Context: an optimization exercise on an open-source flow, tuned for small area, a short achievable clock period and few clock cycles per item. The choices shown serve that exercise and are no tape-out recipe. At most, simulation tests tie the RTL to the original design; equivalence was not proved. For runs 3 and 5, only the layout was checked, not whether the RTL still works. Power figures rest on the tool's default switching activity, not on a simulated workload.

$ cat flow/run.sh
#!/bin/bash
# synth_recipe.tcl (not shown) runs the flow's synth.tcl, then flattens the netlist and writes it again
# the make line also repeats each setting of config.mk as NAME=value (left out here)
make -C /OpenROAD-flow-scripts/flow DESIGN_CONFIG=/design/flow/config.mk WORK_HOME=/design/flow/orfs CLKGATE_MAP_FILE= SYNTH_SCRIPT=/design/flow/synth_recipe.tcl finish
$ cat flow/config.mk
export PLATFORM = sky130hd
export DESIGN_NAME = page_buffer_lru_replacement
export DESIGN_NICKNAME = page_buffer_lru_replacement
export VERILOG_FILES = /design/flow/design.v
export SDC_FILE = /design/flow/constraint.sdc
export NUM_CORES = 4
export LEC_CHECK = 0
export CAP_MARGIN = 20
export CORE_MARGIN = 2
export CORE_UTILIZATION = 40
export PLACE_DENSITY = 0.6
export SLEW_MARGIN = 20
$ cat flow/constraint.sdc
create_clock -name core_clock -period 11.0 [get_ports {clk}]
set_input_delay 2.2000 -clock core_clock [delete_from_list [all_inputs] [get_ports {clk}]]
set_output_delay 2.2000 -clock core_clock [all_outputs]
set_load 0.01 [all_outputs]
$ cat flow/design.v
package pblru_pkg;
    localparam int BUFFER_SLOTS = 16;
    localparam int SLOT_W       = $clog2(BUFFER_SLOTS);
    localparam int SLOT_FIELD_W = 4;
    localparam int PAGE_W       = 16;
    localparam int CMD_W        = 2;
    localparam int CFG_W        = 5;
    localparam int APB_ADDR_W   = 3;
    localparam int APB_DATA_W   = 32;
    localparam logic [APB_ADDR_W-1:0] ADDR_SLOTS_IN_USE = 3'd0;
    localparam logic [CFG_W-1:0]      SLOTS_IN_USE_RST  = 5'd16;
    localparam logic [CMD_W-1:0] OP_ACCESS = 2'd0;
    localparam logic [CMD_W-1:0] OP_CREATE = 2'd1;
    localparam logic [CMD_W-1:0] OP_DROP   = 2'd2;
    localparam logic [CMD_W-1:0] OP_FLUSH  = 2'd3;
endpackage
import pblru_pkg::*;
module pblru_ctrl
(
    input  logic              clk,
    input  logic              rst_n,
    input  logic              in_valid,
    output logic              in_ready,
    input  logic [CMD_W-1:0]  in_cmd,
    input  logic [PAGE_W-1:0] in_page_id,
    input  logic              done,        
    output logic              cmd_valid,
    output logic [CMD_W-1:0]  cmd_op,
    output logic [PAGE_W-1:0] cmd_page
);
    logic              skid_valid_reg;
    logic [CMD_W-1:0]  skid_op_reg;
    logic [PAGE_W-1:0] skid_page_reg;
    logic              main_valid_reg;
    logic [CMD_W-1:0]  main_op_reg;
    logic [PAGE_W-1:0] main_page_reg;
    logic              accept;
    logic              main_free;
    assign in_ready  = !skid_valid_reg;
    assign accept    = in_valid && !skid_valid_reg;
    assign main_free = !main_valid_reg || done;
    always_ff @(posedge clk or negedge rst_n) begin
        if (!rst_n) begin
            skid_valid_reg <= 1'b0;
            main_valid_reg <= 1'b0;
        end
        else begin
            if (main_free) begin
                main_valid_reg <= skid_valid_reg || accept;
                skid_valid_reg <= 1'b0;
            end
            else if (accept) begin
                skid_valid_reg <= 1'b1;
            end
        end
    end
    always_ff @(posedge clk) begin
        if (main_free) begin
            main_op_reg   <= skid_valid_reg ? skid_op_reg   : in_cmd;
            main_page_reg <= skid_valid_reg ? skid_page_reg : in_page_id;
        end
        if (!skid_valid_reg) begin
            skid_op_reg   <= in_cmd;
            skid_page_reg <= in_page_id;
        end
    end
    assign cmd_valid = main_valid_reg;
    assign cmd_op    = main_op_reg;
    assign cmd_page  = main_page_reg;
endmodule
import pblru_pkg::*;
module pblru_dp
(
    input  logic                    clk,
    input  logic                    rst_n,
    input  logic [BUFFER_SLOTS-1:0] active_mask,
    input  logic                    cmd_valid,
    input  logic [CMD_W-1:0]        cmd_op,
    input  logic [PAGE_W-1:0]       cmd_page,
    output logic                    done,
    output logic                    out_valid,
    input  logic                    out_ready,
    output logic                    out_hit,
    output logic [SLOT_FIELD_W-1:0] out_slot,
    output logic [PAGE_W-1:0]       out_page_number,
    output logic                    out_writeback_valid,
    output logic [PAGE_W-1:0]       out_writeback_page,
    output logic                    out_last
);
    localparam int N = BUFFER_SLOTS;
    function automatic [N-1:0] lowest_1h(input [N-1:0] b);
        lowest_1h = b & ~(b - N'(1));
    endfunction
    function automatic [SLOT_W-1:0] enc(input [N-1:0] oh);
        integer i;
        begin
            enc = '0;
            for (i = 0; i < N; i = i + 1) begin
                if (oh[i]) enc = enc | i[SLOT_W-1:0];
            end
        end
    endfunction
    logic [N-1:0]             slot_valid_reg;
    logic [N-1:0][PAGE_W-1:0] slot_page_reg;
    logic [N-1:0][N-1:0]      newer_reg;       
    logic [PAGE_W-1:0]        next_new_page_reg;
    logic                    out_valid_reg;
    logic                    out_hit_reg;
    logic [SLOT_FIELD_W-1:0] out_slot_reg;
    logic [PAGE_W-1:0]       out_page_reg;
    logic                    out_wbv_reg;
    logic [PAGE_W-1:0]       out_wbp_reg;
    logic                    out_last_reg;
    logic          exec;
    logic          is_access, is_create, is_drop, is_flush;
    logic [N-1:0]  occ, match, hit_1h, empty, empty_1h, lru_1h, victim_1h;
    logic [N-1:0]  use_1h, wb_sel, slot_sel, flush_rest;
    logic          hit, has_empty, place, do_use;
    logic [PAGE_W-1:0] new_page, sel_page;
    logic [N-1:0][N-1:0] older;                
    assign is_access = (cmd_op == OP_ACCESS);
    assign is_create = (cmd_op == OP_CREATE);
    assign is_drop   = (cmd_op == OP_DROP);
    assign is_flush  = (cmd_op == OP_FLUSH);
    assign exec = cmd_valid && (!out_valid_reg || out_ready);
    always_comb begin
        for (int i = 0; i < N; i++) begin
            for (int j = 0; j < N; j++) begin
                if (i < j)      older[i][j] = !newer_reg[i][j];
                else if (i > j) older[i][j] = newer_reg[j][i];
                else            older[i][j] = 1'b1;
            end
        end
    end
    always_comb begin
        occ   = slot_valid_reg & active_mask;
        empty = ~slot_valid_reg & active_mask;
        for (int i = 0; i < N; i++) begin
            match[i]  = occ[i] && (slot_page_reg[i] == cmd_page);
            lru_1h[i] = occ[i];
            for (int j = 0; j < N; j++) begin
                if (j != i) lru_1h[i] = lru_1h[i] && (!occ[j] || older[i][j]);
            end
        end
    end
    assign hit       = |match;
    assign hit_1h    = lowest_1h(match);
    assign has_empty = |empty;
    assign empty_1h  = lowest_1h(empty);
    assign victim_1h = has_empty ? empty_1h : lru_1h;
    assign place     = is_create || (is_access && !hit);
    assign do_use    = is_create || is_access;
    assign use_1h    = (is_access && hit) ? hit_1h : victim_1h;
    assign new_page  = is_create ? next_new_page_reg : cmd_page;
    assign flush_rest = occ & ~lowest_1h(occ);
    assign done       = exec && (!is_flush || (flush_rest == '0));
    assign wb_sel   = is_flush ? lowest_1h(occ)
                               : ((place && !has_empty) ? lru_1h : '0);
    assign slot_sel = is_flush ? lowest_1h(occ)
                               : ((is_drop || (is_access && hit)) ? hit_1h : victim_1h);
    always_comb begin
        sel_page = '0;
        for (int i = 0; i < N; i++) begin
            sel_page = sel_page | (slot_page_reg[i] & {PAGE_W{wb_sel[i]}});
        end
    end
    always_ff @(posedge clk or negedge rst_n) begin
        if (!rst_n) begin
            slot_valid_reg    <= '0;
            next_new_page_reg <= '0;
            out_valid_reg     <= 1'b0;
        end
        else begin
            if (exec) begin
                if (is_flush)   slot_valid_reg <= flush_rest | (slot_valid_reg & ~active_mask);
                else if (is_drop) slot_valid_reg <= slot_valid_reg & ~match;
                else if (place) slot_valid_reg <= slot_valid_reg | victim_1h;
                if (is_create) next_new_page_reg <= next_new_page_reg + PAGE_W'(1);
            end
            out_valid_reg <= exec || (out_valid_reg && !out_ready);
        end
    end
    always_ff @(posedge clk) begin
        for (int i = 0; i < N; i++) begin
            if (exec && place && victim_1h[i]) slot_page_reg[i] <= new_page;
            for (int j = i + 1; j < N; j++) begin
                if (exec && do_use) begin
                    if (use_1h[i])      newer_reg[i][j] <= 1'b1;
                    else if (use_1h[j]) newer_reg[i][j] <= 1'b0;
                end
            end
        end
        if (exec) begin
            out_hit_reg  <= !is_flush && !place && hit;
            out_slot_reg <= enc(slot_sel);
            out_page_reg <= is_flush ? sel_page : new_page;
            out_wbv_reg  <= is_flush ? (occ != '0) : (place && !has_empty);
            out_wbp_reg  <= sel_page;
            out_last_reg <= !is_flush || (flush_rest == '0);
        end
    end
    assign out_valid           = out_valid_reg;
    assign out_hit             = out_hit_reg;
    assign out_slot            = out_slot_reg;
    assign out_page_number     = out_page_reg;
    assign out_writeback_valid = out_wbv_reg;
    assign out_writeback_page  = out_wbp_reg;
    assign out_last            = out_last_reg;
endmodule
import pblru_pkg::*;
module page_buffer_lru_replacement
(
    input  logic                  clk,
    input  logic                  rst_n,
    input  logic                  psel,
    input  logic                  penable,
    input  logic                  pwrite,
    input  logic [APB_ADDR_W-1:0] paddr,
    input  logic [APB_DATA_W-1:0] pwdata,
    output logic [APB_DATA_W-1:0] prdata,
    output logic                  pready,
    input  logic                  in_valid,
    output logic                  in_ready,
    input  logic [CMD_W-1:0]      in_cmd,
    input  logic [PAGE_W-1:0]     in_page_id,
    output logic                  out_valid,
    input  logic                  out_ready,
    output logic                  out_hit,
    output logic [SLOT_FIELD_W-1:0] out_slot,
    output logic [PAGE_W-1:0]     out_page_number,
    output logic                  out_writeback_valid,
    output logic [PAGE_W-1:0]     out_writeback_page,
    output logic                  out_last
);
    logic [CFG_W-1:0]        slots_in_use_reg;
    logic [BUFFER_SLOTS-1:0] active_mask;
    logic                    cfg_write;
    logic                    done;
    logic                    cmd_valid;
    logic [CMD_W-1:0]        cmd_op;
    logic [PAGE_W-1:0]       cmd_page;
    assign pready    = 1'b1;
    assign cfg_write = psel && penable && pwrite && (paddr == ADDR_SLOTS_IN_USE);
    assign prdata    = (paddr == ADDR_SLOTS_IN_USE) ? APB_DATA_W'(slots_in_use_reg) : '0;
    always_ff @(posedge clk or negedge rst_n) begin
        if (!rst_n) begin
            slots_in_use_reg <= SLOTS_IN_USE_RST;
        end
        else if (cfg_write) begin
            slots_in_use_reg <= pwdata[CFG_W-1:0];
        end
    end
    always_comb begin
        for (int i = 0; i < BUFFER_SLOTS; i++) begin
            active_mask[i] = (i == 0) || (i < int'(slots_in_use_reg));
        end
    end
    pblru_ctrl u_ctrl (
        .clk        (clk),
        .rst_n      (rst_n),
        .in_valid   (in_valid),
        .in_ready   (in_ready),
        .in_cmd     (in_cmd),
        .in_page_id (in_page_id),
        .done       (done),
        .cmd_valid  (cmd_valid),
        .cmd_op     (cmd_op),
        .cmd_page   (cmd_page)
    );
    pblru_dp u_dp (
        .clk                 (clk),
        .rst_n               (rst_n),
        .active_mask         (active_mask),
        .cmd_valid           (cmd_valid),
        .cmd_op              (cmd_op),
        .cmd_page            (cmd_page),
        .done                (done),
        .out_valid           (out_valid),
        .out_ready           (out_ready),
        .out_hit             (out_hit),
        .out_slot            (out_slot),
        .out_page_number     (out_page_number),
        .out_writeback_valid (out_writeback_valid),
        .out_writeback_page  (out_writeback_page),
        .out_last            (out_last)
    );
endmodule
==> results of run 1 <==
## per-stage QoR
stage               hold WS, ns  cells  total power [mW]  worst slack [ns]
floorplan                 0.445   2659              4.59              6.08
global placement          0.455   3557              6.10              5.12
detailed placement        0.459   3557              6.11              5.06
CTS                       0.472   3662              8.06              5.06
global route              0.488   3663              8.39              4.99
finish                    0.471   3664              8.21              5.05
## report_power, final
group          internal, mW  switching (mW)  total, mW  leakage, nW
clock network          1.13           0.837       1.97        0.928
registers              2.58           0.212       2.79         4.73
logic                 0.960            2.49       3.45         4.88
total                  4.67            3.54       8.21         10.5
## kinds of logic (layout without fill, tap and decap cells)
group,Yosys count,after routing
XOR/XNOR,271,271
AO/OA/AOI/OAI,793,793
other,2,29
AND/OR/NAND/NOR,753,753
buffers and inverters,289,362
flip-flops,491,491
multiplexers,33,33
adder cells (fa/ha/maj),1,1
## critical path, cell delays in order
cell and delay [ns]:
clkdlybuf4s50_1 0.40, nor3_1 0.42, and2_1 0.20, clkdlybuf4s50_1 0.53
## layout make-up
type / instances / area, µm² / share of cell area
multi-input combinational: 1879 / 12500 / 0.392
timing repair buffer: 195 / 1660 / 0.0521
antenna: 1 / 2.50 / 0.0000786
tap: 931 / 1160 / 0.0366
inverter: 62 / 233 / 0.00731
clock buffer: 82 / 1680 / 0.0527
clock inverter: 23 / 248 / 0.00779
sequential: 491 / 14400 / 0.451
## worst paths after layout
kind / from / endpoint / slack, ns / depth (start not counted)
hold reg to reg: u_ctrl.skid_page_reg[14] / u_ctrl.skid_page_reg[14] / 0.47 / 1
setup reg to reg: slots_in_use_reg[4] / u_dp.newer_reg[86] / 5.10 / 11
setup / recovery: paddr[1] / prdata[1] / 5.05 / 4
min in group asynchronous: rst_n / u_dp.slot_valid_reg[15] / 1.66 / 2
hold / removal: u_ctrl.skid_page_reg[14] / u_ctrl.skid_page_reg[14] / 0.47 / 1
max in group asynchronous: rst_n / u_dp.slot_valid_reg[12] / 8.89 / 2
## synthesized netlist by cell type (all sizes together), types with 47 or more instances
cell type | number | area share
nor2 | 141 | 0.019
inv | 62 | 0.0083
nor3 | 47 | 0.0086
a22oi | 112 | 0.030
a21oi | 232 | 0.042
buf | 98 | 0.021
xnor2 | 170 | 0.053
nor4 | 58 | 0.015
nand3 | 86 | 0.015
o21ai | 79 | 0.014
xor2 | 101 | 0.032
nand4 | 67 | 0.015
clkbuf | 129 | 0.017
edfxtp | 433 | 0.47
nand2 | 197 | 0.026
## layer usage
metal	up-vias	part of all wire
li1	10200	-
met5	-	0.000093
met4	2	0.040
met2	2121	0.40
met3	349	0.15
met1	12700	0.41
==> tab_implementation.tex, run 1 <==
\begin{tabular}{lr}
\hline
Metric & Value \\
\hline
\multicolumn{2}{l}{\textbf{GRT}} \\
Via count of the first global-routing pass & about 23000 \\
Total congestion overflow after global routing & 0 \\
Grt met1 use & 0.549 \\
Overall fraction of global-route tracks in use & 0.383 \\
Antenna violations before repair & 5 \\
Met2 global-route usage & 0.532 \\
Maximum number of pins on one net before global-route repair & 87 \\
Global Route met3 Usage & 0.136 \\
Global-route wire length before repair & 191 mm \\
Most crowded layer after global routing & met1 \\
\multicolumn{2}{l}{\textbf{Detailed routing}} \\
Routed Antenna Nets & 0 \\
Final wirelength & $\sim$140 mm \\
Per-cell routed wire length & 38.3 µm \\
Router iterations before antenna repair & 8 \\
Total vias in the final route & around 25000 \\
Post-DR vias/cell & slightly below 7 \\
DRC violations left & 0 \\
Initial drt markers & 4881 \\
\multicolumn{2}{l}{\textbf{Logic synthesis}} \\
Register bit total from synthesis & about 490 \\
EDFF count, synth & 433 \\
Mux contribution to synthesized area & 0.0132 \\
Dominant register cell in the synthesized netlist & edfxtp\_1 \\
Compound-gate portion of the synthesized area & 0.201 \\
Post-Synthesis Mean Instance Area & 10.6 µm² \\
Mapped cell area & about 28000 µm² \\
Main combinational cell family by area after synthesis & compound AO/OA/AOI/OAI gates \\
Adder-cell share of the synthesized area & 0.000448 \\
Total number of yosys warnings & 3 \\
Number of standard cells after synthesis & approximately 2600 \\
Share of synthesized area occupied by flip-flops and latches & 0.514 \\
Asr flop ratio synth & 0.0815 \\
Post-synthesis xor/xnor area fraction & 0.0850 \\
Number of unique standard cell types used by synthesis & 95 \\
Simple-Gate Fraction of Synth Area & 0.139 \\
\multicolumn{2}{l}{\textbf{Clock tree}} \\
Number of buffers between clock root and the deepest sink & 3 \\
Post-CTS Hold Fix Bufs & 0 \\
Clock tree sinks & roughly 490 \\
TritonCTS clock tree & yes \\
Clock Pin Slew Worst Setup and Hold Paths & 0.05 ns \\
Maximum level of the CTS H-tree & 2 \\
Clk Latency, worst-skew pair & approximately 0.67 ns \\
Buffer type at the clock tree root & clkbuf\_16 \\
Buffer count from post-CTS setup fixing & 0 \\
Inserted Clock Buffers & 56 \\
Number of instances resized during post-cts repair & 0 \\
\multicolumn{2}{l}{\textbf{Die}} \\
Height of the chip & 268 µm \\
Std-Cell Core Area & about 69000 µm² \\
I/O pin cnt & 134 \\
Row Count & 96 \\
Total die area & 72000 µm² \\
Effective utilization at floorplan & 0.406 \\
Horizontal die dimension & between 200 and 300 µm \\
\multicolumn{2}{l}{\textbf{Place}} \\
Port Buf Inserts & 78 \\
Placed cell areas & between 20000 and 30000 µm² \\
Weighted congestion at the end of routability-driven global placement & around 1.0 \\
DP HPWL & approximately 100 mm \\
\multicolumn{2}{l}{\textbf{Final layout}} \\
Fraction of layout cells with a size suffix above 1 & 0.108 \\
Max reg flops & around 260 \\
Most frequent cells in the layout & edfxtp\_1, a21oi\_1, nand2\_1, xnor2\_1, nor2\_1 \\
Final Instance Area & 31800 µm² \\
Most frequent standard cell in the layout excluding fill and tap cells & edfxtp\_1 \\
Layout Utilization & 0.462 \\
Layout filler cell count & roughly 6400 \\
Net count reported at finish & about 2700 \\
Layout Area Growth over Synthesis & 13.9\% \\
\multicolumn{2}{l}{\textbf{Power and ir drop}} \\
Leakage Power & about 11 nW \\
Power density relative to cell area & roughly 260 nW/µm² \\
Worst vdd rail ir drop & approximately 0.16 mV \\
\multicolumn{2}{l}{\textbf{Timing}} \\
Time the final worst path needs with I/O delays and setup & 5.95 ns \\
Tcrit/Tclk final & 0.541 \\
Achievable frequency & around 0.17 GHz \\
Final-report max-slew violation count & 0 \\
Final sum of negative setup slack & 0 ns \\
Final hold viol count & 0 \\
Setup repair after global routing missed its margin & no \\
Worst relative slew slack & 0.222 \\
Worst setup skew after layout & roughly 0.04 ns \\
Final setup fails & 0 \\
Transition time at the pin with the least slew margin & 1.16 ns \\
\multicolumn{2}{l}{\textbf{Critical path}} \\
Crit Path Class & input port to primary output \\
Crit end category & primary output \\
Required time at the worst-slack endpoint & just under 9 ns \\
Arrival time of the worst setup path & approximately 3.8 ns \\
Worst-path fanout max & 6 \\
Worst Setup Start Kind & input port \\
\multicolumn{2}{l}{\textbf{Outcome}} \\
Run status & finished clean \\
\multicolumn{2}{l}{\textbf{Min path}} \\
Worst min-delay path class & flop to flop \\
\multicolumn{2}{l}{\textbf{Flow run}} \\
Max-cap viol count & 0 \\
\hline
\end{tabular}
Testbench counts, summed over its fixed seeds: cycles 23,938, items 20,000.
==> run 2, diff against run 1 <==
--- a/flow/design.v
+++ b/flow/design.v
@@ -28,3 +28,5 @@
     output logic [CMD_W-1:0]  cmd_op,
-    output logic [PAGE_W-1:0] cmd_page
+    output logic [PAGE_W-1:0] cmd_page,
+    output logic              load,        
+    output logic [PAGE_W-1:0] load_page    
 );
@@ -59,3 +61,3 @@
             main_op_reg   <= skid_valid_reg ? skid_op_reg   : in_cmd;
-            main_page_reg <= skid_valid_reg ? skid_page_reg : in_page_id;
+            main_page_reg <= load_page;
         end
@@ -66,2 +68,4 @@
     end
+    assign load      = main_free;
+    assign load_page = skid_valid_reg ? skid_page_reg : in_page_id;
     assign cmd_valid = main_valid_reg;
@@ -79,2 +83,4 @@
     input  logic [PAGE_W-1:0]       cmd_page,
+    input  logic                    load,
+    input  logic [PAGE_W-1:0]       load_page,
     output logic                    done,
@@ -106,2 +112,5 @@
     logic [PAGE_W-1:0]        next_new_page_reg;
+    logic [N-1:0]             page_eq_reg;
+    logic [N-1:0]             page_eq_next;
+    logic [N-1:0]             page_we;
     logic                    out_valid_reg;
@@ -116,3 +125,3 @@
     logic [N-1:0]  occ, match, hit_1h, empty, empty_1h, lru_1h, victim_1h;
-    logic [N-1:0]  use_1h, wb_sel, slot_sel, flush_rest;
+    logic [N-1:0]  use_1h, use_now, wb_sel, slot_sel, flush_rest;
     logic          hit, has_empty, place, do_use;
@@ -138,3 +147,3 @@
         for (int i = 0; i < N; i++) begin
-            match[i]  = occ[i] && (slot_page_reg[i] == cmd_page);
+            match[i]  = occ[i] && page_eq_reg[i];
             lru_1h[i] = occ[i];
@@ -153,2 +162,3 @@
     assign use_1h    = (is_access && hit) ? hit_1h : victim_1h;
+    assign use_now   = (exec && do_use) ? use_1h : '0;
     assign new_page  = is_create ? next_new_page_reg : cmd_page;
@@ -166,2 +176,9 @@
     end
+    assign page_we = (exec && place) ? victim_1h : '0;
+    always_comb begin
+        for (int i = 0; i < N; i++) begin
+            page_eq_next[i] = (cmd_valid && place && victim_1h[i]) ? (new_page == load_page)
+                                         : (slot_page_reg[i] == load_page);
+        end
+    end
     always_ff @(posedge clk or negedge rst_n) begin
@@ -184,10 +201,8 @@
         for (int i = 0; i < N; i++) begin
-            if (exec && place && victim_1h[i]) slot_page_reg[i] <= new_page;
+            if (page_we[i]) slot_page_reg[i] <= new_page;
             for (int j = i + 1; j < N; j++) begin
-                if (exec && do_use) begin
-                    if (use_1h[i])      newer_reg[i][j] <= 1'b1;
-                    else if (use_1h[j]) newer_reg[i][j] <= 1'b0;
-                end
-            end
-        end
+                newer_reg[i][j] <= use_now[i] || (newer_reg[i][j] && !use_now[j]);
+            end
+        end
+        if (load) page_eq_reg <= page_eq_next;
         if (exec) begin
@@ -241,2 +256,4 @@
     logic [PAGE_W-1:0]       cmd_page;
+    logic                    load;
+    logic [PAGE_W-1:0]       load_page;
     assign pready    = 1'b1;
@@ -267,3 +284,5 @@
         .cmd_op     (cmd_op),
-        .cmd_page   (cmd_page)
+        .cmd_page   (cmd_page),
+        .load       (load),
+        .load_page  (load_page)
     );
@@ -276,2 +295,4 @@
         .cmd_page            (cmd_page),
+        .load                (load),
+        .load_page           (load_page),
         .done                (done),
==> run 2 against run 1 <==
Still clean on timing, DRC and antenna. Synthesized cell count is 9.3% lower. Global-route usage is 5.8 points lower. Hold slack worse by 0.010 ns. Synthesized area is 7.2% lower. Sequential power is 7.2% higher. Wire length is 21% lower. Clock power hardly changed. Register-to-register slack better by 0.28 ns. Largest cell class unchanged. Largest power group is now registers.
==> tab_implementation.tex, run 2 <==
\begin{tabular}{lr}
\hline
Metric & Value \\
\hline
\multicolumn{2}{l}{\textbf{Detailed routing}} \\
DRC violations left & 0 (unchanged) \\
Router iterations before antenna repair & 9 (+1) \\
Post-DR vias/cell & 6.44 (-7.1\%) \\
Total vias in the final route & 21800 (-14\%) \\
Routed Antenna Nets & 0 (unchanged) \\
Initial drt markers & 3496 (-28\%) \\
Final wirelength & 111 mm (-21\%) \\
Per-cell routed wire length & 32.7 µm (-15\%) \\
\multicolumn{2}{l}{\textbf{Timing}} \\
Worst setup skew after layout & 0.0617 ns (+0.0206 ns) \\
Worst relative slew slack & 0.138 (-0.0840) \\
Achievable frequency & 0.168 GHz (about the same) \\
Final-report max-slew violation count & 0 (unchanged) \\
Transition time at the pin with the least slew margin & 1.29 ns (+0.130 ns) \\
Setup repair after global routing missed its margin & no \\
Final setup fails & 0 (unchanged) \\
Final hold viol count & 0 (unchanged) \\
Final sum of negative setup slack & 0 ns (unchanged) \\
Tcrit/Tclk final & 0.541 (about the same) \\
Time the final worst path needs with I/O delays and setup & 5.95 ns (-0.00196 ns) \\
\multicolumn{2}{l}{\textbf{GRT}} \\
Antenna violations before repair & 2 (-3) \\
Maximum number of pins on one net before global-route repair & 50 (-43\%) \\
Via count of the first global-routing pass & 20900 (-11\%) \\
Grt met1 use & 0.432 (-0.117) \\
Overall fraction of global-route tracks in use & 0.325 (-0.0581) \\
Total congestion overflow after global routing & 0 (unchanged) \\
Most crowded layer after global routing & met2 \\
Global Route met3 Usage & 0.0635 (-0.0727) \\
Global-route wire length before repair & 156 mm (-18\%) \\
Met2 global-route usage & 0.502 (-0.0292) \\
\multicolumn{2}{l}{\textbf{Logic synthesis}} \\
Number of standard cells after synthesis & 2387 (-9.3\%) \\
EDFF count, synth & 329 (-24\%) \\
Most repeated cell in the gate-level netlist after synthesis & edfxtp\_1 \\
Post-Synthesis Mean Instance Area & 10.9 µm² (+2.3\%) \\
Share of synthesized area occupied by flip-flops and latches & 0.527 (+0.0123) \\
Dominant register cell in the synthesized netlist & edfxtp\_1 \\
Register bit total from synthesis & 507 (+3.3\%) \\
Share of the synthesized area in the top cell type & 0.381 (-0.0842) \\
Largest cells by area after synthesis & edfxtp\_1, dfxtp\_1, xor2\_1 \\
Mapped cell area & 25900 µm² (-7.2\%) \\
Most used standard cells in the synthesized netlist & edfxtp\_1, nand2\_1, xor2\_1 \\
Number of unique standard cell types used by synthesis & 106 (+12\%) \\
Total number of yosys warnings & 3 (unchanged) \\
Asr flop ratio synth & 0.0789 (-0.00257) \\
Cell taking the most area after synthesis & edfxtp\_1 \\
\multicolumn{2}{l}{\textbf{Clock tree}} \\
Clock Pin Slew Worst Setup and Hold Paths & 0.06 ns (about the same) \\
Number of buffers between clock root and the deepest sink & 3 (unchanged) \\
Clk Latency, worst-skew pair & 0.67 ns (about the same) \\
Clock tree sinks & 507 (+3.3\%) \\
Buffer count from post-CTS setup fixing & 0 (unchanged) \\
Buffer type at the clock tree root & clkbuf\_16 \\
TritonCTS clock tree & yes \\
Number of instances resized during post-cts repair & 0 (unchanged) \\
Inserted Clock Buffers & 58 (+3.6\%) \\
Maximum level of the CTS H-tree & 2 (unchanged) \\
Post-CTS Hold Fix Bufs & 0 (unchanged) \\
\multicolumn{2}{l}{\textbf{Power and ir drop}} \\
Power density relative to cell area & 266 nW/µm² (+3.2\%) \\
Leakage Power & 11.1 nW (+5.5\%) \\
Worst vdd rail ir drop & 0.140 mV (-14\%) \\
\multicolumn{2}{l}{\textbf{Final layout}} \\
Max reg flops & 256 (unchanged) \\
Number of antenna repair diodes & 0 (-1) \\
Most frequent cells in the layout & edfxtp\_1, nand2\_1, xor2\_1, dfxtp\_1, nor2\_1 \\
Fraction of layout cells with a size suffix above 1 & 0.118 (+0.0101) \\
Layout Area Growth over Synthesis & 14.8\% \\
Most frequent standard cell in the layout excluding fill and tap cells & edfxtp\_1 \\
Layout Utilization & 0.463 (+0.000617) \\
Net count reported at finish & 2535 (-7.7\%) \\
\multicolumn{2}{l}{\textbf{Critical path}} \\
Crit Path Class & input port to primary output \\
Crit end category & primary output \\
Worst Setup Start Kind & input port \\
Worst-path fanout max & 6 (unchanged) \\
Arrival time of the worst setup path & 3.75 ns (about the same) \\
Required time at the worst-slack endpoint & 8.80 ns (about the same) \\
\multicolumn{2}{l}{\textbf{Place}} \\
Port Buf Inserts & 78 (unchanged) \\
Weighted congestion at the end of routability-driven global placement & 1.03 (about the same) \\
DP HPWL & 80.2 mm (-22\%) \\
\multicolumn{2}{l}{\textbf{Die}} \\
I/O pin cnt & 134 (unchanged) \\
Std-Cell Core Area & 64200 µm² (-6.7\%) \\
Total die area & 66800 µm² (-7.1\%) \\
Horizontal die dimension & 259 µm (-3.6\%) \\
Height of the chip & 259 µm (-3.6\%) \\
Row Count & 93 (-3.1\%) \\
Effective utilization at floorplan & 0.403 (-0.00243) \\
\multicolumn{2}{l}{\textbf{Min path}} \\
Worst min-delay path class & flop to flop \\
\multicolumn{2}{l}{\textbf{Outcome}} \\
Run status & finished clean \\
\multicolumn{2}{l}{\textbf{Flow run}} \\
Max-cap viol count & 0 (unchanged) \\
\hline
\end{tabular}
## run 2: worst paths after layout
kind / start / endpoint / slack [ns] / cells after the start
max in group asynchronous: rst_n / u_ctrl.skid_valid_reg / 8.87 / 2
worst min-delay path: u_dp.newer_reg[122] / u_dp.newer_reg[122] / 0.46 / 2
worst min register to register: u_dp.newer_reg[122] / u_dp.newer_reg[122] / 0.46 / 2
min in group asynchronous: rst_n / u_dp.slot_valid_reg[3] / 1.62 / 2
worst max register to register: slots_in_use_reg[4] / u_dp.newer_reg[55] / 5.38 / 11
worst max-delay path: paddr[1] / prdata[1] / 5.05 / 4
## run 2: final cells by class
cell class	count	area (µm²)
Fill cell	6009	34500
Clock inverter	45	434
Tap cell	855	1070
Clock buffer	65	1510
Timing Repair Buffer	159	1380
Inverter	74	278
Sequential cell	507	13600
Multi-Input combinational cell	1674	11400
## run 2: worst max-delay path, stage by stage
cell and delay, ns:
clkdlybuf4s50_1 0.40, nor3_1 0.41, and2_1 0.20, clkdlybuf4s50_1 0.54
## run 2: per-stage QoR
step           cells  hold WS, ns  cell area, µm²  power [mW]  setup WS [ns]
6_report        3379        0.461           29700        7.92           5.05
2_1_floorplan   2413        0.426           26000        4.56           6.08
4_1_cts         3379        0.460           29700        7.84           5.03
3_5_place_dp    3269        0.450           27800        5.85           4.74
5_1_grt         3379        0.478           29700        8.19           4.93
3_3_place_gp    3269        0.441           27800        5.84           4.74
## run 2: layer usage
metal	part of all wire	routed length (µm)	up-vias
met2	0.44	48700	1527
li1	-	-	9109
met4	0.065	7140	2
met1	0.39	43600	10800
met3	0.10	11200	352
met5	0.000072	8	-
## run 2: logic make-up after synthesis
family                   Yosys count  share of synthesized area
AND/OR/NAND/NOR                  730                      0.139
AO/OA/AOI/OAI                    576                      0.172
flip-flops                       507                      0.527
XOR/XNOR                         287                     0.0970
buffers and inverters            232                     0.0440
multiplexers                      52                     0.0208
other                              2                   0.000290
adder cells (fa/ha/maj)            1                   0.000483
## run 2: report_power, final
| group | internal [mW] | total [mW] | switching, mW |
|---|---|---|---|
| Sequential | 2.59 | 2.99 | 0.402 |
| Combinational | 0.943 | 2.94 | 2.00 |
| Clock | 1.13 | 1.99 | 0.856 |
Testbench counts of run 2, summed over its fixed seeds: cycles 23,938, items 20,000.
==> run 3, diff against run 2 <==
--- a/flow/design.v
+++ b/flow/design.v
@@ -251,2 +251,3 @@
     logic [BUFFER_SLOTS-1:0] active_mask;
+    logic [BUFFER_SLOTS-2:0] active_hi_reg, active_hi_next;
     logic                    cfg_write;
@@ -264,2 +265,3 @@
             slots_in_use_reg <= SLOTS_IN_USE_RST;
+            active_hi_reg    <= '1;
         end
@@ -267,2 +269,3 @@
             slots_in_use_reg <= pwdata[CFG_W-1:0];
+            active_hi_reg    <= active_hi_next;
         end
@@ -270,6 +273,7 @@
     always_comb begin
-        for (int i = 0; i < BUFFER_SLOTS; i++) begin
-            active_mask[i] = (i == 0) || (i < int'(slots_in_use_reg));
+        for (int i = 1; i < BUFFER_SLOTS; i++) begin
+            active_hi_next[i-1] = (i < int'(pwdata[CFG_W-1:0]));
         end
     end
+    assign active_mask = {active_hi_reg, 1'b1};
     pblru_ctrl u_ctrl (
--- a/flow/config.mk
+++ b/flow/config.mk
@@ -11,2 +11,3 @@
 export PLACE_DENSITY = 0.6
+export SETUP_SLACK_MARGIN = 5
 export SLEW_MARGIN = 20
==> run 3 against run 2 <==
Wire length up 6.1%. Clock skew down 0.033 ns. Synthesized area up 6.5%. Critical endpoint unchanged. Register-to-register slack better by 0.36 ns. Critical path depth unchanged. Largest power group is now combinational cells. Highest routed layer is now met4.
==> tab_implementation.tex, run 3 <==
\begin{tabular}{lr}
\hline
Metric & Value \\
\hline
\multicolumn{2}{l}{\textbf{Critical path}} \\
Worst Setup Start Kind & input port \\
Required time at the worst-slack endpoint & 8.80 ns (about the same) \\
Crit end category & primary output \\
Crit Path Class & input port to primary output \\
Worst-path fanout max & 6 (unchanged) \\
Arrival time of the worst setup path & 3.71 ns (-0.04 ns) \\
\multicolumn{2}{l}{\textbf{Timing}} \\
Worst relative slew slack & 0.205 (+0.0666) \\
Final hold viol count & 0 (unchanged) \\
Transition time at the pin with the least slew margin & 1.16 ns (-0.130 ns) \\
Worst setup skew after layout & 0.0291 ns (-0.0326 ns) \\
Final-report max-slew violation count & 0 (unchanged) \\
Achievable frequency & 0.169 GHz (+0.65\%) \\
Final setup fails & 0 (unchanged) \\
Final sum of negative setup slack & 0 ns (unchanged) \\
Tcrit/Tclk final & 0.537 (-0.00349) \\
Setup repair after global routing missed its margin & no \\
Time the final worst path needs with I/O delays and setup & 5.91 ns (-0.0384 ns) \\
\multicolumn{2}{l}{\textbf{Detailed routing}} \\
Initial drt markers & 3470 (-0.74\%) \\
Routed Antenna Nets & 0 (unchanged) \\
Final wirelength & 117 mm (+6.1\%) \\
Router iterations before antenna repair & 7 (-2) \\
Total vias in the final route & 23400 (+7.7\%) \\
Per-cell routed wire length & 31.9 µm (-2.6\%) \\
DRC violations left & 0 (unchanged) \\
Post-DR vias/cell & 6.37 (-1.2\%) \\
\multicolumn{2}{l}{\textbf{Final layout}} \\
Fraction of layout cells with a size suffix above 1 & 0.0947 (-0.0233) \\
Max reg flops & 256 (unchanged) \\
Most frequent cells in the layout & edfxtp\_1, inv\_1, xnor2\_1, nor3\_1, nand2\_1 \\
Most frequent standard cell in the layout excluding fill and tap cells & edfxtp\_1 \\
Layout Area Growth over Synthesis & 13.9\% \\
Net count reported at finish & 2807 (+11\%) \\
Layout Utilization & 0.459 (-0.00389) \\
\multicolumn{2}{l}{\textbf{Logic synthesis}} \\
Share of the synthesized area in the top cell type & 0.358 (-0.0232) \\
Share of synthesized area occupied by flip-flops and latches & 0.508 (-0.0187) \\
Most used standard cells in the synthesized netlist & edfxtp\_1, inv\_1, xnor2\_1 \\
Dominant register cell in the synthesized netlist & edfxtp\_1 \\
EDFF count, synth & 329 (unchanged) \\
Number of unique standard cell types used by synthesis & 83 (-22\%) \\
Largest cells by area after synthesis & edfxtp\_1, dfxtp\_1, xnor2\_1 \\
Post-Synthesis Mean Instance Area & 10.2 µm² (-5.7\%) \\
Number of standard cells after synthesis & 2696 (+13\%) \\
Most repeated cell in the gate-level netlist after synthesis & edfxtp\_1 \\
Asr flop ratio synth & 0.104 (+0.0248) \\
Total number of yosys warnings & 3 (unchanged) \\
Register bit total from synthesis & 521 (+2.8\%) \\
Mapped cell area & 27600 µm² (+6.5\%) \\
Cell taking the most area after synthesis & edfxtp\_1 \\
\multicolumn{2}{l}{\textbf{GRT}} \\
Via count of the first global-routing pass & 22800 (+8.8\%) \\
Global-route wire length before repair & 165 mm (+5.5\%) \\
Maximum number of pins on one net before global-route repair & 183 (+270\%) \\
Overall fraction of global-route tracks in use & 0.323 (-0.00175) \\
Antenna violations before repair & 2 (unchanged) \\
Total congestion overflow after global routing & 0 (unchanged) \\
\multicolumn{2}{l}{\textbf{Power and ir drop}} \\
Power consumption & 8.24 mW (+4.1\%) \\
Leakage Power & 11.6 nW (+4.5\%) \\
Power density relative to cell area & 262 nW/µm² (-1.5\%) \\
Worst vdd rail ir drop & 0.153 mV (+9.7\%) \\
\multicolumn{2}{l}{\textbf{Die}} \\
Horizontal die dimension & 267 µm (+3.1\%) \\
Std-Cell Core Area & 68500 µm² (+6.6\%) \\
Height of the chip & 267 µm (+3.1\%) \\
Total die area & 71100 µm² (+6.4\%) \\
Effective utilization at floorplan & 0.403 (-0.000422) \\
Row Count & 96 (+3.2\%) \\
I/O pin cnt & 134 (unchanged) \\
\multicolumn{2}{l}{\textbf{Place}} \\
DP HPWL & 87.4 mm (+9.0\%) \\
Port Buf Inserts & 78 (unchanged) \\
Weighted congestion at the end of routability-driven global placement & 1.01 (-2.0\%) \\
\multicolumn{2}{l}{\textbf{Outcome}} \\
Run status & finished clean \\
\multicolumn{2}{l}{\textbf{Clock tree}} \\
Inserted Clock Buffers & 59 (+1.7\%) \\
Post-CTS Hold Fix Bufs & 0 (unchanged) \\
Maximum level of the CTS H-tree & 2 (unchanged) \\
Number of instances resized during post-cts repair & 0 (unchanged) \\
Clock Pin Slew Worst Setup and Hold Paths & 0.06 ns (about the same) \\
Buffer type at the clock tree root & clkbuf\_16 \\
TritonCTS clock tree & yes \\
Clk Latency, worst-skew pair & 0.65 ns (-0.02 ns) \\
Number of buffers between clock root and the deepest sink & 3 (unchanged) \\
Buffer count from post-CTS setup fixing & 0 (unchanged) \\
Clock tree sinks & 521 (+2.8\%) \\
\multicolumn{2}{l}{\textbf{Min path}} \\
Worst min-delay path class & flop to flop \\
\multicolumn{2}{l}{\textbf{Flow run}} \\
Max-cap viol count & 0 (unchanged) \\
\hline
\end{tabular}
-- run 3: cell count changes after synthesis, sizes merged, moves of 59 or more --
cell and change:
a2111oi +59, a21o +64, inv +161, nand2 -166, nor3 +150, xnor2 +175, xor2 -175
-- run 3: kinds of logic (layout without fill, tap and decap cells) --
group	count (synthesis)	in the layout	synth area share
and+or+nand+nor	756	756	0.142
DFF	521	521	0.508
other	2	29	0.000272
AOI/OAI and AO/OA	645	645	0.171
adders and majority gates	2	2	0.000816
xor gates and xnor gates	287	287	0.0911
muxes	62	62	0.0233
buffers and inverters	421	496	0.0636
-- run 3: final timing paths --
kind	startpoint	end	slack, ns	cells past startpoint
max in group asynchronous	rst_n	u_dp.out_valid_reg	8.68	2
max reg2reg	u_dp.slot_valid_reg[0]	u_dp.out_wbp_reg[14]	5.74	8
max	paddr[1]	prdata[1]	5.09	4
min in group asynchronous	rst_n	u_dp.slot_valid_reg[2]	1.72	2
min reg2reg	u_dp.newer_reg[4]	u_dp.newer_reg[4]	0.46	1
min	u_dp.newer_reg[4]	u_dp.newer_reg[4]	0.46	1
-- run 3: layout make-up --
| class | count | area (µm²) |
|---|---|---|
| clock buffer | 76 | 1670 |
| tap | 882 | 1100 |
| clock inverter | 36 | 389 |
| antenna | 1 | 2.50 |
| sequential | 521 | 14000 |
| multi-input combinational | 1780 | 12000 |
| inverter | 235 | 885 |
| fill | 6515 | 37000 |
| timing repair buffer | 149 | 1320 |
-- run 3: stage by stage --
step | std cells | hold slack, ns | area [µm²] | setup WS, ns
global route | 3680 | 0.477 | 31400 | 5.02
detailed placement | 3567 | 0.446 | 29400 | 5.08
finish | 3680 | 0.463 | 31400 | 5.09
CTS | 3679 | 0.461 | 31400 | 5.09
floorplan | 2722 | 0.426 | 27700 | 6.08
global placement | 3567 | 0.439 | 29400 | 5.14
-- run 3: layer usage --
layer  part of all wire  global-route usage  wire [µm]  vias to the layer above
li1                   -                   -          -                    10100
met1               0.39               0.413      45800                    11600
met2               0.47               0.532      55000                     1433
met3              0.077              0.0396       9080                      317
met4              0.063               0.181       7430                        0
met5                  0                   0          0                        -
-- run 3: worst max-delay path: stages --
cell and delay [ns]:
clkdlybuf4s50_1 0.40, nor3_1 0.37, and2_1 0.20, clkdlybuf4s50_1 0.54
-- run 3: where the power goes --
| part | internal (mW) | switching (mW) | leakage (nW) | total [mW] |
|---|---|---|---|---|
| clock | 1.20 | 0.886 | 0.985 | 2.09 |
| combinational | 0.995 | 2.10 | 5.82 | 3.09 |
| sequential | 2.68 | 0.386 | 4.81 | 3.07 |
| total | 4.88 | 3.37 | 11.6 | 8.24 |
==> run 4, diff against run 3 <==
--- a/flow/design.v
+++ b/flow/design.v
@@ -249,3 +249,4 @@
 );
-    logic [CFG_W-1:0]        slots_in_use_reg;
+    logic [CFG_W-1:0]        slots_in_use_reg, slots_in_use_next;
+    logic [CFG_W-1:0]        prdata_reg;
     logic [BUFFER_SLOTS-1:0] active_mask;
@@ -261,3 +262,4 @@
     assign cfg_write = psel && penable && pwrite && (paddr == ADDR_SLOTS_IN_USE);
-    assign prdata    = (paddr == ADDR_SLOTS_IN_USE) ? APB_DATA_W'(slots_in_use_reg) : '0;
+    assign slots_in_use_next = cfg_write ? pwdata[CFG_W-1:0] : slots_in_use_reg;
+    assign prdata            = APB_DATA_W'(prdata_reg);
     always_ff @(posedge clk or negedge rst_n) begin
@@ -266,6 +268,10 @@
             active_hi_reg    <= '1;
+            prdata_reg       <= '0;
         end
-        else if (cfg_write) begin
-            slots_in_use_reg <= pwdata[CFG_W-1:0];
-            active_hi_reg    <= active_hi_next;
+        else begin
+            if (cfg_write) begin
+                slots_in_use_reg <= pwdata[CFG_W-1:0];
+                active_hi_reg    <= active_hi_next;
+            end
+            prdata_reg <= (paddr == ADDR_SLOTS_IN_USE) ? slots_in_use_next : '0;
         end
==> flow/flow/run.sh (new file) <==
#!/bin/bash
set -euo pipefail
MARGIN=$(cat "$(dirname "$0")/margin.txt")
bash standard.sh SETUP_SLACK_MARGIN="$MARGIN" finish > flow_make.log 2>&1
==> flow/flow/margin.txt (new file) <==
7.0
==> flow/standard.sh (new file) <==
#!/bin/bash
# synth_recipe.tcl (not shown) runs the flow's synth.tcl, then flattens the netlist and writes it again
# the make line also repeats each setting of config.mk as NAME=value (left out here)
make -C /OpenROAD-flow-scripts/flow DESIGN_CONFIG=/design/flow/config.mk WORK_HOME=/design/flow/orfs CLKGATE_MAP_FILE= SYNTH_SCRIPT=/design/flow/synth_recipe.tcl "${@:-finish}"
--- a/flow/config.mk
+++ b/flow/config.mk
@@ -11,3 +11,2 @@
 export PLACE_DENSITY = 0.6
-export SETUP_SLACK_MARGIN = 5
 export SLEW_MARGIN = 20
removed: flow/run.sh
==> run 4 against run 3 <==
Still clean. Final cell count fell by 6.6%. Register-to-register slack gained 1.2 ns. Sequential share of layout area is 0.89 points higher. Die area down 3.9%. Clock-buffer cell count did not move. Setup slack better by 1.9 ns. Maximum frequency grew 47%. Clock skew is 0.0092 ns higher. Critical path type is now flop to flop. Critical endpoint is now u_dp.out_wbp_reg[5]. Largest power group is now registers.
==> tab_implementation.tex, run 4 <==
\begin{tabular}{lr}
\hline
Metric & Value \\
\hline
\multicolumn{2}{l}{\textbf{Timing}} \\
Transition time at the pin with the least slew margin & 1.14 ns (-0.0203 ns) \\
Time the final worst path needs with I/O delays and setup & 4.01 ns (-1.90 ns) \\
Worst relative slew slack & 0.234 (+0.0294) \\
Achievable frequency & 0.249 GHz (+47\%) \\
Final-report max-slew violation count & 0 (unchanged) \\
Final sum of negative setup slack & 0 ns (unchanged) \\
Final hold viol count & 0 (unchanged) \\
Setup repair after global routing missed its margin & yes \\
Tcrit/Tclk final & 0.365 (-0.172) \\
Worst setup skew after layout & 0.0383 ns (+0.00918 ns) \\
Final setup fails & 0 (unchanged) \\
\multicolumn{2}{l}{\textbf{Detailed routing}} \\
DRC violations left & 0 (unchanged) \\
Met1 Routed Length & 41.9 mm (-8.5\%) \\
Final wirelength & 113 mm (-3.7\%) \\
Per-cell routed wire length & 32.9 µm (+3.1\%) \\
Total vias in the final route & 22300 (-4.7\%) \\
Post-DR vias/cell & 6.50 (+2.0\%) \\
Routed wire length on met2 & 52.3 mm (-4.8\%) \\
Initial drt markers & 3134 (-9.7\%) \\
Highest routed metal layer & met4 \\
Routed Antenna Nets & 0 (unchanged) \\
Metal3 WL & 9.50 mm (+4.6\%) \\
Router iterations before antenna repair & 8 (+1) \\
\multicolumn{2}{l}{\textbf{Logic synthesis}} \\
Post-Synthesis Mean Instance Area & 11.0 µm² (+7.5\%) \\
Share of the synthesized area in the top cell type & 0.373 (+0.0149) \\
Share of synthesized area occupied by flip-flops and latches & 0.535 (+0.0269) \\
Asr flop ratio synth & 0.114 (+0.0102) \\
Cell taking the most area after synthesis & edfxtp\_1 \\
Mapped cell area & 26500 µm² (-4.0\%) \\
EDFF count, synth & 329 (unchanged) \\
Number of unique standard cell types used by synthesis & 85 (+2.4\%) \\
Register bit total from synthesis & 527 (+1.2\%) \\
Most used standard cells in the synthesized netlist & edfxtp\_1, xor2\_1, nand2\_1 \\
Number of standard cells after synthesis & 2407 (-11\%) \\
Dominant register cell in the synthesized netlist & edfxtp\_1 \\
Most repeated cell in the gate-level netlist after synthesis & edfxtp\_1 \\
Largest cells by area after synthesis & edfxtp\_1, dfxtp\_1, xor2\_1 \\
Total number of yosys warnings & 3 (unchanged) \\
\multicolumn{2}{l}{\textbf{Critical path}} \\
Crit end category & flop \\
Setup crit end & u\_dp.out\_wbp\_reg[5] \\
Arrival time of the worst setup path & 4.37 ns (+0.66 ns) \\
Crit Path Class & flop to flop \\
Worst-path fanout max & 16 (+10) \\
Required time at the worst-slack endpoint & 11.36 ns (+2.56 ns) \\
Internal reg-to-reg setup slack & 6.99 ns (+1.25 ns) \\
Start of the worst register-to-register path & active\_hi\_reg[0] \\
CP Launch Point & active\_hi\_reg[0] \\
Reg2reg end & u\_dp.out\_wbp\_reg[5] \\
Worst R2R Path Depth & 13 (+5) \\
Worst Setup Start Kind & flop \\
\multicolumn{2}{l}{\textbf{Final layout}} \\
Most frequent standard cell in the layout excluding fill and tap cells & edfxtp\_1 \\
Area used by sequential logic in the layout & 14200 µm² (+1.1\%) \\
Layout Utilization & 0.475 (+0.0157) \\
Net count reported at finish & 2584 (-7.9\%) \\
Most frequent cells in the layout & edfxtp\_1, xor2\_1, nand2\_1, a22oi\_1, dfxtp\_1 \\
Max reg flops & 256 (unchanged) \\
Layout filler cell count & 6089 (-6.5\%) \\
Layout Area Growth over Synthesis & 17.6\% \\
Fraction of layout cells with a size suffix above 1 & 0.145 (+0.0503) \\
Multi-input gate area & 12000 µm² (-0.24\%) \\
\multicolumn{2}{l}{\textbf{Die}} \\
Std-Cell Core Area & 65600 µm² (-4.1\%) \\
Row Count & 94 (-2.1\%) \\
I/O pin cnt & 134 (unchanged) \\
Total die area & 68300 µm² (-3.9\%) \\
Horizontal die dimension & 261 µm (-2.0\%) \\
Effective utilization at floorplan & 0.404 (+0.000609) \\
Height of the chip & 261 µm (-2.0\%) \\
\multicolumn{2}{l}{\textbf{Flow run}} \\
Max-cap viol count & 0 (unchanged) \\
\multicolumn{2}{l}{\textbf{Clock tree}} \\
Number of buffers between clock root and the deepest sink & 3 (unchanged) \\
Inserted Clock Buffers & 59 (unchanged) \\
TritonCTS clock tree & yes \\
Clock tree sinks & 527 (+1.2\%) \\
Buffer type at the clock tree root & clkbuf\_16 \\
Clock Pin Slew Worst Setup and Hold Paths & 0.06 ns (about the same) \\
Clk Latency, worst-skew pair & 0.66 ns (about the same) \\
Post-CTS Hold Fix Bufs & 0 (unchanged) \\
Maximum level of the CTS H-tree & 2 (unchanged) \\
\multicolumn{2}{l}{\textbf{Place}} \\
Port Buf Inserts & 78 (unchanged) \\
DP HPWL & 81.6 mm (-6.6\%) \\
Weighted congestion at the end of routability-driven global placement & 0.989 (-1.9\%) \\
\multicolumn{2}{l}{\textbf{Power and ir drop}} \\
Power consumption & 8.14 mW (-1.3\%) \\
Cell internal pwr & 4.90 mW (+0.57\%) \\
Worst vdd rail ir drop & 0.138 mV (-9.8\%) \\
Switching Share & 0.397 (-0.0110) \\
Clock network power share & 0.247 (-0.006) \\
Leakage Power & 11.4 nW (-1.9\%) \\
Sequential share of power & 0.381 (+0.009) \\
Comb pwr share & 0.372 (-0.003) \\
Power density relative to cell area & 261 nW/µm² (-0.40\%) \\
Net switching component of the power & 3.24 mW (-3.9\%) \\
\multicolumn{2}{l}{\textbf{GRT}} \\
Total congestion overflow after global routing & 0 (unchanged) \\
Antenna violations before repair & 2 (unchanged) \\
Global-route wire length before repair & 159 mm (-3.8\%) \\
Overall fraction of global-route tracks in use & 0.325 (+0.00181) \\
Maximum number of pins on one net before global-route repair & 61 (-67\%) \\
Via count of the first global-routing pass & 21700 (-4.7\%) \\
\multicolumn{2}{l}{\textbf{Min path}} \\
Worst min-delay path class & flop to flop \\
\multicolumn{2}{l}{\textbf{Outcome}} \\
Run status & finished clean \\
\hline
\end{tabular}
==> run 4: cell types whose count changed after synthesis, sizes merged, moves of 22 or more <==
cell | previous run | this run
nor3 | 195 | 35
xnor2 | 219 | 45
a22oi | 76 | 158
nor2 | 92 | 116
a21o | 93 | 64
nand2 | 148 | 219
o21ai | 118 | 94
xor2 | 68 | 242
inv | 235 | 41
and2 | 43 | 21
mux2i | 47 | 23
a2111oi | 67 | 0
==> run 4: worst max-delay path, stage by stage (launching register included) <==
cell     delay, ns
dfstp_2       0.62
nor2b_1       0.30
or4_4         0.24
nor4_4        0.08
nand3_4       0.08
buf_4         0.25
buf_4         0.22
buf_4         0.16
nor2_2        0.05
buf_4         0.22
a22oi_1       0.48
nand4_1       0.28
o21ai_0       0.53
nand4_1       0.21
==> run 4: worst min-delay path by stage <==
stage / end / cells past startpoint / startpoint / slack [ns]
final: u_dp.newer_reg[239] / 2 / u_dp.newer_reg[239] / 0.46
after global routing: u_dp.newer_reg[190] / 2 / u_dp.newer_reg[190] / 0.48
after CTS: u_dp.newer_reg[190] / 2 / u_dp.newer_reg[190] / 0.46
after detailed placement: u_dp.newer_reg[222] / 2 / u_dp.newer_reg[222] / 0.45
after global placement: u_dp.newer_reg[71] / 2 / u_dp.newer_reg[71] / 0.45
after floorplan: u_dp.newer_reg[106] / 2 / u_dp.newer_reg[106] / 0.43
==> run 4: through the flow <==
step	setup slack, ns	hold WS, ns	instances	area [µm²]
2_1_floorplan	7.00	0.433	2433	26700
3_3_place_gp	5.23	0.446	3292	28600
3_5_place_dp	5.15	0.450	3292	28600
4_1_cts	6.92	0.461	3418	30800
5_1_grt	6.99	0.481	3436	31200
6_report	6.99	0.461	3437	31200
==> run 4: area by class of cell <==
type,count,share of cell area
Timing Repair Buffer,191,0.0573
Clock buffer,76,0.0504
Timing Repair inverter,2,0.000402
Inverter,41,0.00506
Tap cell,864,0.0347
Multi-Input combinational cell,1701,0.386
Sequential cell,527,0.455
Antenna cell,1,0.0000803
Clock inverter,34,0.0115
==> run 4: power groups by stage <==
stage	Sequential (mW)	Combinational, mW	Clock [mW]
3_5_place_dp	3.12	2.81	0
2_1_floorplan	2.99	1.69	0
4_1_cts	3.08	2.90	2.03
5_1_grt	3.14	3.18	2.10
6_report	3.10	3.03	2.01
3_3_place_gp	3.11	2.80	0
==> run 4: cell families after synthesis <==
| family | count (synthesis) | synth area share |
|---|---|---|
| compound gates | 658 | 0.182 |
| xor+xnor | 287 | 0.0949 |
| fa+ha+maj | 2 | 0.000850 |
| flops | 527 | 0.535 |
| simple gates | 672 | 0.131 |
| other cells | 2 | 0.000284 |
| mux | 53 | 0.0214 |
| buf+inv | 206 | 0.0345 |
==> run 4: timing repair <==
item | CTS | global route
pin swaps | 5 | 6
cloned | 3 | 1
resized for setup | 40 | 39
endpoints found under the setup margin | 515 | 215
buffers inserted | 13 | 16
==> run 4: layer usage <==
metal / track usage / vias up
met1: 0.401 / 11100
li1: - / 9396
met5: 0 / -
met4: 0.222 / 0
met2: 0.524 / 1429
met3: 0.0538 / 395
Testbench counts of run 4, summed over its fixed seeds: cycles 23,938, items 20,000.
==> run 5, diff against run 4 <==
--- a/flow/design.v
+++ b/flow/design.v
@@ -123,2 +123,3 @@
     logic          exec;
+    logic          flushing_reg;                
     logic          is_access, is_create, is_drop, is_flush;
@@ -129,7 +130,7 @@
     logic [N-1:0][N-1:0] older;                
-    assign is_access = (cmd_op == OP_ACCESS);
-    assign is_create = (cmd_op == OP_CREATE);
-    assign is_drop   = (cmd_op == OP_DROP);
-    assign is_flush  = (cmd_op == OP_FLUSH);
-    assign exec = cmd_valid && (!out_valid_reg || out_ready);
+    assign is_access = !flushing_reg && (cmd_op == OP_ACCESS);
+    assign is_create = !flushing_reg && (cmd_op == OP_CREATE);
+    assign is_drop   = !flushing_reg && (cmd_op == OP_DROP);
+    assign is_flush  = flushing_reg || (cmd_op == OP_FLUSH);
+    assign exec = (cmd_valid || flushing_reg) && (!out_valid_reg || out_ready);
     always_comb begin
@@ -165,3 +166,3 @@
     assign flush_rest = occ & ~lowest_1h(occ);
-    assign done       = exec && (!is_flush || (flush_rest == '0));
+    assign done       = cmd_valid && !flushing_reg && (!out_valid_reg || out_ready);
     assign wb_sel   = is_flush ? lowest_1h(occ)
@@ -188,2 +189,3 @@
             out_valid_reg     <= 1'b0;
+            flushing_reg      <= 1'b0;
         end
@@ -195,2 +197,3 @@
                 if (is_create) next_new_page_reg <= next_new_page_reg + PAGE_W'(1);
+                flushing_reg <= is_flush && (flush_rest != '0);
             end
==> flow/flow/margin.txt (replaced) <==
7.5
==> run 5 against run 4 <==
Hold slack improved by 0.00085 ns. Largest cell class unchanged. Wire length up 10%. Register-to-register slack improved by 0.40 ns. Clock skew grew 0.0044 ns. Utilization increased by 5.8 points. Clock-buffer cell count rose by 2. Via count grew 9.5%. Clock power is 5% higher. Sequential cell count rose by 1. Synthesized cell count grew 2.0%.
==> tab_implementation.tex, run 5 <==
\begin{tabular}{lr}
\hline
Metric & Value \\
\hline
\multicolumn{2}{l}{\textbf{Final layout}} \\
Net count reported at finish & 2819 (+9.1\%) \\
Most frequent standard cell in the layout excluding fill and tap cells & edfxtp\_1 \\
Max reg flops & 256 (unchanged) \\
Most frequent cells in the layout & edfxtp\_1, nand2\_1, buf\_4, xor2\_1, dfxtp\_1 \\
Multi-input gate area & 13300 µm² (+11\%) \\
Layout Utilization & 0.533 (+0.0581) \\
Layout Area Growth over Synthesis & 31.9\% \\
Number of standard cells in the final layout excluding fillers & 3674 (+6.9\%) \\
Area used by sequential logic in the layout & 14200 µm² (+0.27\%) \\
Final Instance Area & 35000 µm² (+12\%) \\
Fraction of layout cells with a size suffix above 1 & 0.259 (+0.114) \\
Layout filler cell count & 5606 (-7.9\%) \\
\multicolumn{2}{l}{\textbf{Timing}} \\
Final sum of negative setup slack & 0 ns (unchanged) \\
Time the final worst path needs with I/O delays and setup & 3.61 ns (-0.398 ns) \\
Final-report max-slew violation count & 0 (unchanged) \\
Final hold viol count & 0 (unchanged) \\
Worst-case hold slack & 0.461 ns (+0.000853 ns) \\
Tcrit/Tclk final & 0.329 (-0.0362) \\
Worst setup skew after layout & 0.0427 ns (+0.00443 ns) \\
Setup WS post-layout & 7.39 ns (+0.398 ns) \\
Transition time at the pin with the least slew margin & 1.12 ns (-0.0257 ns) \\
Achievable frequency & 0.277 GHz (+11\%) \\
Worst relative slew slack & 0.255 (+0.0213) \\
Setup repair after global routing missed its margin & yes \\
Final setup fails & 0 (unchanged) \\
\multicolumn{2}{l}{\textbf{Detailed routing}} \\
Per-cell routed wire length & 33.9 µm (+3.2\%) \\
Routed Antenna Nets & 0 (unchanged) \\
DRC violations left & 0 (unchanged) \\
Post-DR vias/cell & 6.66 (+2.4\%) \\
Initial drt markers & 4328 (+38\%) \\
Final wirelength & 125 mm (+10\%) \\
Total vias in the final route & 24500 (+9.5\%) \\
Router iterations before antenna repair & 9 (+1) \\
\multicolumn{2}{l}{\textbf{Logic synthesis}} \\
Cell taking the most area after synthesis & edfxtp\_1 \\
Share of synthesized area occupied by flip-flops and latches & 0.534 (about the same) \\
Mapped cell area & 26600 µm² (+0.27\%) \\
Asr flop ratio synth & 0.116 (+0.00168) \\
Number of unique standard cell types used by synthesis & 86 (+1.2\%) \\
EDFF count, synth & 329 (unchanged) \\
Most repeated cell in the gate-level netlist after synthesis & edfxtp\_1 \\
Dominant register cell in the synthesized netlist & edfxtp\_1 \\
Share of the synthesized area in the top cell type & 0.372 (-0.00100) \\
Number of standard cells after synthesis & 2456 (+2.0\%) \\
Total number of yosys warnings & 3 (unchanged) \\
Largest cells by area after synthesis & edfxtp\_1, dfxtp\_1, xor2\_1 \\
Register bit total from synthesis & 528 (+0.19\%) \\
Post-Synthesis Mean Instance Area & 10.8 µm² (-1.7\%) \\
Most used standard cells in the synthesized netlist & edfxtp\_1, nand2\_1, xor2\_1 \\
\multicolumn{2}{l}{\textbf{GRT}} \\
Antenna violations before repair & 6 (+4) \\
Total congestion overflow after global routing & 0 (unchanged) \\
Global-route wire length before repair & 171 mm (+7.7\%) \\
Via count of the first global-routing pass & 23500 (+8.1\%) \\
Maximum number of pins on one net before global-route repair & 62 (+1.6\%) \\
Overall fraction of global-route tracks in use & 0.351 (+0.0256) \\
\multicolumn{2}{l}{\textbf{Min path}} \\
Cell count of the worst hold path & 1 (-1) \\
Worst min-delay path class & flop to flop \\
\multicolumn{2}{l}{\textbf{Place}} \\
\# placed instances & 3330 (+1.2\%) \\
Port Buf Inserts & 78 (unchanged) \\
Weighted congestion at the end of routability-driven global placement & 1.04 (+4.9\%) \\
Pre-CTS WS & 5.69 ns (+0.545 ns) \\
Placed cell areas & 28800 µm² (+0.71\%) \\
DP HPWL & 83.5 mm (+2.2\%) \\
\multicolumn{2}{l}{\textbf{Clock tree}} \\
Maximum level of the CTS H-tree & 2 (unchanged) \\
Post-CTS Hold Fix Bufs & 0 (unchanged) \\
Clock tree sinks & 528 (+0.19\%) \\
Buffer type at the clock tree root & clkbuf\_16 \\
Clock Pin Slew Worst Setup and Hold Paths & 0.06 ns (about the same) \\
Inserted Clock Buffers & 60 (+1.7\%) \\
Clk Latency, worst-skew pair & 0.66 ns (about the same) \\
TritonCTS clock tree & yes \\
Number of buffers between clock root and the deepest sink & 3 (unchanged) \\
\multicolumn{2}{l}{\textbf{Die}} \\
I/O pin cnt & 134 (unchanged) \\
Total die area & 68500 µm² (+0.26\%) \\
Effective utilization at floorplan & 0.404 (about the same) \\
Horizontal die dimension & 262 µm (+0.13\%) \\
Row Count & 94 (unchanged) \\
Std-Cell Core Area & 65700 µm² (+0.18\%) \\
Height of the chip & 262 µm (+0.13\%) \\
\multicolumn{2}{l}{\textbf{Critical path}} \\
Crit Path Class & flop to flop \\
Required time at the worst-slack endpoint & 11.43 ns (+0.07 ns) \\
Sum of buffers and inverters on the critical path & 1 (-3) \\
Arrival time of the worst setup path & 4.05 ns (-0.32 ns) \\
Biggest cell delay along the critical path & 0.68 ns (+0.06 ns) \\
Max stage delay cell, worst path & dfstp\_2 \\
Cells traversed along the worst timing path & and2\_4 > o221ai\_1 > nor4\_1 > a41oi\_1 > nor3b\_2 > buf\_4 > a2111o\_1 > nor3\_4 > o2111ai\_1 \\
Worst-path fanout max & 15 (-1) \\
Crit end category & flop \\
Kind of cell adding the most delay to the critical path & simple AND/OR/NAND/NOR gates \\
Number of cells on the critical path & 9 (-4) \\
Worst Setup Start Kind & flop \\
Worst R2R Path Depth & 9 (-4) \\
\multicolumn{2}{l}{\textbf{Flow run}} \\
Max-cap viol count & 0 (unchanged) \\
\multicolumn{2}{l}{\textbf{Outcome}} \\
Run status & finished clean \\
\multicolumn{2}{l}{\textbf{Power and ir drop}} \\
Power density relative to cell area & 271 nW/µm² (+3.7\%) \\
Worst vdd rail ir drop & 0.190 mV (+37\%) \\
Power consumption & 9.49 mW (+17\%) \\
Leakage Power & 13.4 nW (+17\%) \\
\hline
\end{tabular}
-- run 5: cell type report --
type,count,share of cell area
diodes,3,0.000214
clock buffers,78,0.0477
multi-input cells,1720,0.380
well taps,864,0.0309
clock inverters,33,0.0114
inverters,62,0.00750
repair inverters,1,0.000143
flip-flops and latches,528,0.406
repair buffers,385,0.117
-- run 5: metal layers --
layer  share of wire  track usage
met1            0.36        0.431
met2            0.45        0.547
met3            0.10       0.0736
met4           0.090        0.258
met5         0.00020            0
-- run 5: final timing paths --
check | endpoint | start | slack (ns)
worst max register to register | u_dp.out_slot_reg[2] | active_hi_reg[12] | 7.39
min in group asynchronous | slots_in_use_reg[1] | rst_n | 1.78
worst min register to register | u_dp.newer_reg[2] | u_dp.newer_reg[2] | 0.46
worst min-delay path | u_dp.newer_reg[2] | u_dp.newer_reg[2] | 0.46
worst max-delay path | u_dp.out_slot_reg[2] | active_hi_reg[12] | 7.39
max in group asynchronous | u_dp.flushing_reg | rst_n | 8.50
-- run 5: cells by family after synthesis --
family,Yosys count,synth area share
muxes,56,0.0216
and+or+nand+nor,706,0.133
other,2,0.000283
DFF,528,0.534
buffers and inverters,237,0.0388
AOI/OAI and AO/OA,637,0.176
adders and majority gates,3,0.00122
xor gates and xnor gates,287,0.0946
-- run 5: what timing repair did --
action / CTS / global route
cloned: 10 / 5
buffers inserted: 151 / 64
gates resized for setup: 426 / 158
pin swaps: 48 / 59
setup endpoints to repair: 505 / 218
-- run 5: power breakdown --
part	leakage (nW)	internal [mW]	switching, mW	total (mW)
Combinational	7.40	1.56	2.54	4.10
Clock	1.02	1.26	0.863	2.12
Sequential	4.96	2.80	0.470	3.27
Total	13.4	5.62	3.87	9.49

==> static timing again, ports no longer ideal <==
In the flow no input, the clock included, has a driving cell. The finished layouts below were timed again as built, in two steps. Step 1 sets driving cells, clkbuf_16 on the clock port and buf_2 on the other inputs (assumed; they add their load-dependent delay and slew). Step 2 also shifts input and output timing later by t, the mid clock arrival at the registers, as if the neighbouring blocks saw the same clock. Three values: no drivers, after step 1, after step 2; two values: the first two.
run	t, ns	setup WS [ns]	latest minus earliest clock arrival (ns)	worst data-port slew with drivers (ns)
run 1	0.706	5.051 / 5.022 / 5.022	0.041 / 0.041	0.08
run 2	0.707	5.053 / 5.030 / 4.710	0.062 / 0.063	0.05
run 3	0.704	5.092 / 5.066 / 5.066	0.029 / 0.029	0.06
run 4	0.704	6.988 / 6.988 / 6.359	0.040 / 0.039	0.04
run 5	0.709	7.385 / 7.385 / 6.756	0.043 / 0.043	0.09
After both steps every run listed still meets setup and hold.
